Background: an optimization exercise with open tools, aiming at small area. Do not read the settings as production practice.
RTL that was checked went through simulation tests only; none was proved equivalent to the original.
Power figures rest on the tool's default switching activity, not on a simulated workload.

## stats_top
module stats_top (
    input  wire         clk_status,
    input  wire         rst,
    input  wire         in_valid,
    input  wire         in_eop,
    input  wire         out_valid,
    input  wire         out_eop,
    input  wire         out_ready,
    input  wire         rb_update_valid,
    input  wire         cpu_valid,
    input  wire         cpu_ready,
    input  wire [1:0]   cpu_action,
    input  wire [31:0]  fill_level_i,
    input  wire [29:0]  req_addr,
    input  wire         req_read,
    input  wire         req_write,
    input  wire [31:0]  req_writedata,
    output wire [31:0]  rsp_readdata,
    output wire         rsp_readdata_valid
);
Size: roughly 1,600 cells after synthesis, roughly 140 I/O pins, roughly 0.018 sq mm of cells after synthesis.
==> module stats_scanner, before the edit <==
module stats_scanner (
    input  wire                         clk_status,
    input  wire                         rst,
    input  wire stats_pkg::pkt_events_t events_i,
    input  wire                         ld_dma_i,
    input  wire                         ld_match_i,
    input  wire                         ld_nomatch_i,
    input  wire stats_pkg::stat_value_t wd_i,         
    input  wire stats_pkg::stat_value_t max_fill_i,
    output logic [1:0]                  slot_o,
    output logic [2:0]                  age_o,
    output logic [4:1][31:0]            tab_o
);
    logic [1:0] slot_q;
    logic [2:0] age_q;
    logic [4:0][31:0] x_q;
    always_ff @(posedge clk_status) begin
        if (rst) begin
            slot_q <= 2'd3;
            age_q  <= 3'd0;
        end else begin
            slot_q <= slot_q + 2'd1;
            if (age_q != 3'd7) begin
                age_q <= age_q + 3'd1;
            end
        end
    end
    logic cpu_hit;
    logic [2:0] hit;
    logic [2:0] ld;
    assign cpu_hit = events_i.cpu_valid & events_i.cpu_ready;
    assign hit[0]  = events_i.rb_update_valid;
    assign hit[1]  = cpu_hit & (events_i.cpu_action == stats_pkg::ACTION_MATCH);
    assign hit[2]  = cpu_hit & (events_i.cpu_action == stats_pkg::ACTION_NOMATCH);
    assign ld      = {ld_nomatch_i, ld_match_i, ld_dma_i};
    logic [2:0][31:0] base_q;
    logic [2:0][2:0]  pend_q;
    logic [31:0] m;
    logic [2:0]  p;
    always_comb begin
        case (slot_q)
            2'd0:    begin m = base_q[0]; p = pend_q[0]; end
            2'd1:    begin m = base_q[1]; p = pend_q[1]; end
            2'd2:    begin m = base_q[2]; p = pend_q[2]; end
            default: begin m = max_fill_i; p = 3'd0; end
        endcase
    end
    logic [31:0] t;
    always_comb begin
        logic c, c3;
        c = 1'b0;
        for (int i = 0; i < 3; i++) begin
            t[i] = m[i] ^ p[i] ^ c;
            c    = (m[i] & p[i]) | (c & (m[i] ^ p[i]));
        end
        c3 = c;
        for (int b = 0; b < 4; b++) begin
            c = c3;
            for (int i = 3; i < 3 + 8 * b; i++) begin
                c = c & m[i];
            end
            for (int i = 3 + 8 * b; i < 3 + 8 * b + 8 && i < 32; i++) begin
                t[i] = m[i] ^ c;
                c    = c & m[i];
            end
        end
    end
    always_ff @(posedge clk_status) begin
        for (int s = 0; s < 3; s++) begin
            if (ld[s]) begin
                base_q[s] <= wd_i;
                pend_q[s] <= 3'd0;
            end else if (slot_q == 2'(s)) begin
                base_q[s] <= t;
                pend_q[s] <= {2'b00, hit[s]};
            end else begin
                pend_q[s] <= pend_q[s] + {2'b00, hit[s]};
            end
        end
    end
    always_ff @(posedge clk_status) begin
        x_q[0]   <= t;
        x_q[4:1] <= x_q[3:0];
    end
    assign slot_o = slot_q;
    assign age_o  = age_q;
    assign tab_o  = x_q[4:1];
endmodule
==> flow/config.mk <==
export PLATFORM = sky130hd
export DESIGN_NAME = stats_top
export DESIGN_NICKNAME = stats_top
export VERILOG_FILES = /design/flow/design.v
export SDC_FILE = /design/flow/constraint.sdc
export NUM_CORES = 4
export LEC_CHECK = 0
export CAP_MARGIN = 20
export CORE_MARGIN = 2
export CORE_UTILIZATION = 40
export CTS_BUF_LIST = sky130_fd_sc_hd__clkbuf_8
export SLEW_MARGIN = 20
==> flow/constraint.sdc <==
create_clock -name core_clock -period 6.0 [get_ports {clk_status}]
set_input_delay 1.2000 -clock core_clock [delete_from_list [all_inputs] [get_ports {clk_status}]]
set_output_delay 1.2000 -clock core_clock [all_outputs]
set_load 0.01 [all_outputs]
standard.sh (not shown) runs the stock make flow with config.mk's settings and CLKGATE_MAP_FILE= SYNTH_SCRIPT=/design/flow/synth_recipe.tcl, a recipe that flattens the netlist after the stock synthesis.
==> flow/flow/run.sh <==
#!/bin/bash
# Own layout flow: the standard ORFS flow (standard.sh) with these changes,
# none of which touches the registers, the constraints or the power grid:
#  - if flow/abc.script exists, ABC maps the combinational logic with it,
#  - port buffers use the smallest buffer cell instead of a delay buffer,
#  - CTS inserts no dummy loads.
# Each tool's output goes to a log file in the work folder.
set -euo pipefail
WORK=$(pwd)
FLOWDIR=$WORK/flow

if [[ -f $FLOWDIR/abc.script ]]; then
  cp synth_recipe.tcl synth_recipe.orig.tcl
  {
    head -n 1 synth_recipe.orig.tcl
    cat <<EOT
proc abc {args} {
  set i [lsearch -exact \$args -script]
  if {\$i >= 0} { lset args [expr {\$i + 1}] {$FLOWDIR/abc.script} }
  yosys abc {*}\$args
}
EOT
    tail -n +2 synth_recipe.orig.tcl
  } > synth_recipe.tcl
fi

export BUFFER_PORTS_ARGS="-buffer_cell sky130_fd_sc_hd__buf_1"
CTS="-sink_clustering_enable -repair_clock_nets -dont_use_dummy_load"
if grep -q '^export CTS_BUF_LIST' config.mk; then
  CTS="$CTS -buf_list {$(sed -n 's/^export CTS_BUF_LIST *= *//p' config.mk)}"
fi
export CTS_ARGS="$CTS"

bash standard.sh > standard_make.log 2>&1
The baseline completed and failed the layout checks on setup timing.
Rerun with:
--- a/flow/design.v
+++ b/flow/design.v
@@ -139,51 +139,73 @@
     logic [2:0] ld;
     assign cpu_hit = events_i.cpu_valid & events_i.cpu_ready;
     assign hit[0]  = events_i.rb_update_valid;
     assign hit[1]  = cpu_hit & (events_i.cpu_action == stats_pkg::ACTION_MATCH);
     assign hit[2]  = cpu_hit & (events_i.cpu_action == stats_pkg::ACTION_NOMATCH);
     assign ld      = {ld_nomatch_i, ld_match_i, ld_dma_i};
-    logic [2:0][31:0] base_q;
+    logic [2:0][31:0] ring_q;
     logic [2:0][2:0]  pend_q;
+    logic slot3;
+    assign slot3 = (slot_q == 2'd3);
     logic [31:0] m;
     logic [2:0]  p;
     always_comb begin
+        m = slot3 ? max_fill_i : ring_q[0];
         case (slot_q)
-            2'd0:    begin m = base_q[0]; p = pend_q[0]; end
-            2'd1:    begin m = base_q[1]; p = pend_q[1]; end
-            2'd2:    begin m = base_q[2]; p = pend_q[2]; end
-            default: begin m = max_fill_i; p = 3'd0; end
+            2'd0:    p = pend_q[0];
+            2'd1:    p = pend_q[1];
+            2'd2:    p = pend_q[2];
+            default: p = 3'd0;
         endcase
     end
     logic [31:0] t;
     always_comb begin
         logic c, c3;
         c = 1'b0;
         for (int i = 0; i < 3; i++) begin
             t[i] = m[i] ^ p[i] ^ c;
             c    = (m[i] & p[i]) | (c & (m[i] ^ p[i]));
         end
         c3 = c;
         for (int b = 0; b < 4; b++) begin
-            c = c3;
+            c = 1'b1;
             for (int i = 3; i < 3 + 8 * b; i++) begin
                 c = c & m[i];
             end
+            c = c & c3;
             for (int i = 3 + 8 * b; i < 3 + 8 * b + 8 && i < 32; i++) begin
                 t[i] = m[i] ^ c;
                 c    = c & m[i];
             end
         end
     end
+    logic [2:0] ld_pos;
+    always_comb begin
+        ld_pos = '0;
+        for (int c = 0; c < 3; c++) begin
+            if (ld[c]) begin
+                if (slot3) begin
+                    ld_pos[c] = 1'b1;
+                end else begin
+                    ld_pos[(c + 5 - slot_q) % 3] = 1'b1;
+                end
+            end
+        end
+    end
     always_ff @(posedge clk_status) begin
+        for (int j = 0; j < 3; j++) begin
+            if (ld_pos[j]) begin
+                ring_q[j] <= wd_i;
+            end else if (!slot3) begin
+                ring_q[j] <= (j == 2) ? t : ring_q[j+1];
+            end
+        end
         for (int s = 0; s < 3; s++) begin
             if (ld[s]) begin
-                base_q[s] <= wd_i;
                 pend_q[s] <= 3'd0;
             end else if (slot_q == 2'(s)) begin
-                base_q[s] <= t;
                 pend_q[s] <= {2'b00, hit[s]};
             end else begin
                 pend_q[s] <= pend_q[s] + {2'b00, hit[s]};
             end
         end
     end
Effect: This time the run produced a clean layout; wire length decreases by 1.4%; final area is lower by 1.9%; clock-buffer cell count rose by 2; power came out higher by 5.1%; die area rises by 1.0%; combinational power increases by 7.0%; clock power grows by about 2%; clock skew is about the same; core utilization shrinks by 1.8 points; fmax climbs by 33%; non-clock buffer count fell by 28.
For the second run of this note, only the layout was checked, not whether the RTL still works.

-- what the ideal ports hide --
The flow's constraints put no driver on any port. The routed layouts listed below were extracted and timed again, unchanged, in two steps. Step 1 sets driving cells, clkbuf_16 on the clock port and buf_2 on the other inputs (assumed; they add their load-dependent delay and slew). Step 2 times the ports against the registers' clock, not the clock port: input delays grow and output delays shrink by t, the midpoint of the rising clock arrivals with the driver on. Three values: ideal, step 1, step 2; two values: the first two.
run | t, ns | setup slack, ns | worst hold slack (ns)
the first run | 0.647 | -0.851 / -0.851 / -0.851 | 0.302 / 0.302 / 0.302
the second run | 0.688 | 0.844 / 0.844 / 0.844 | 0.310 / 0.310 / 0.310
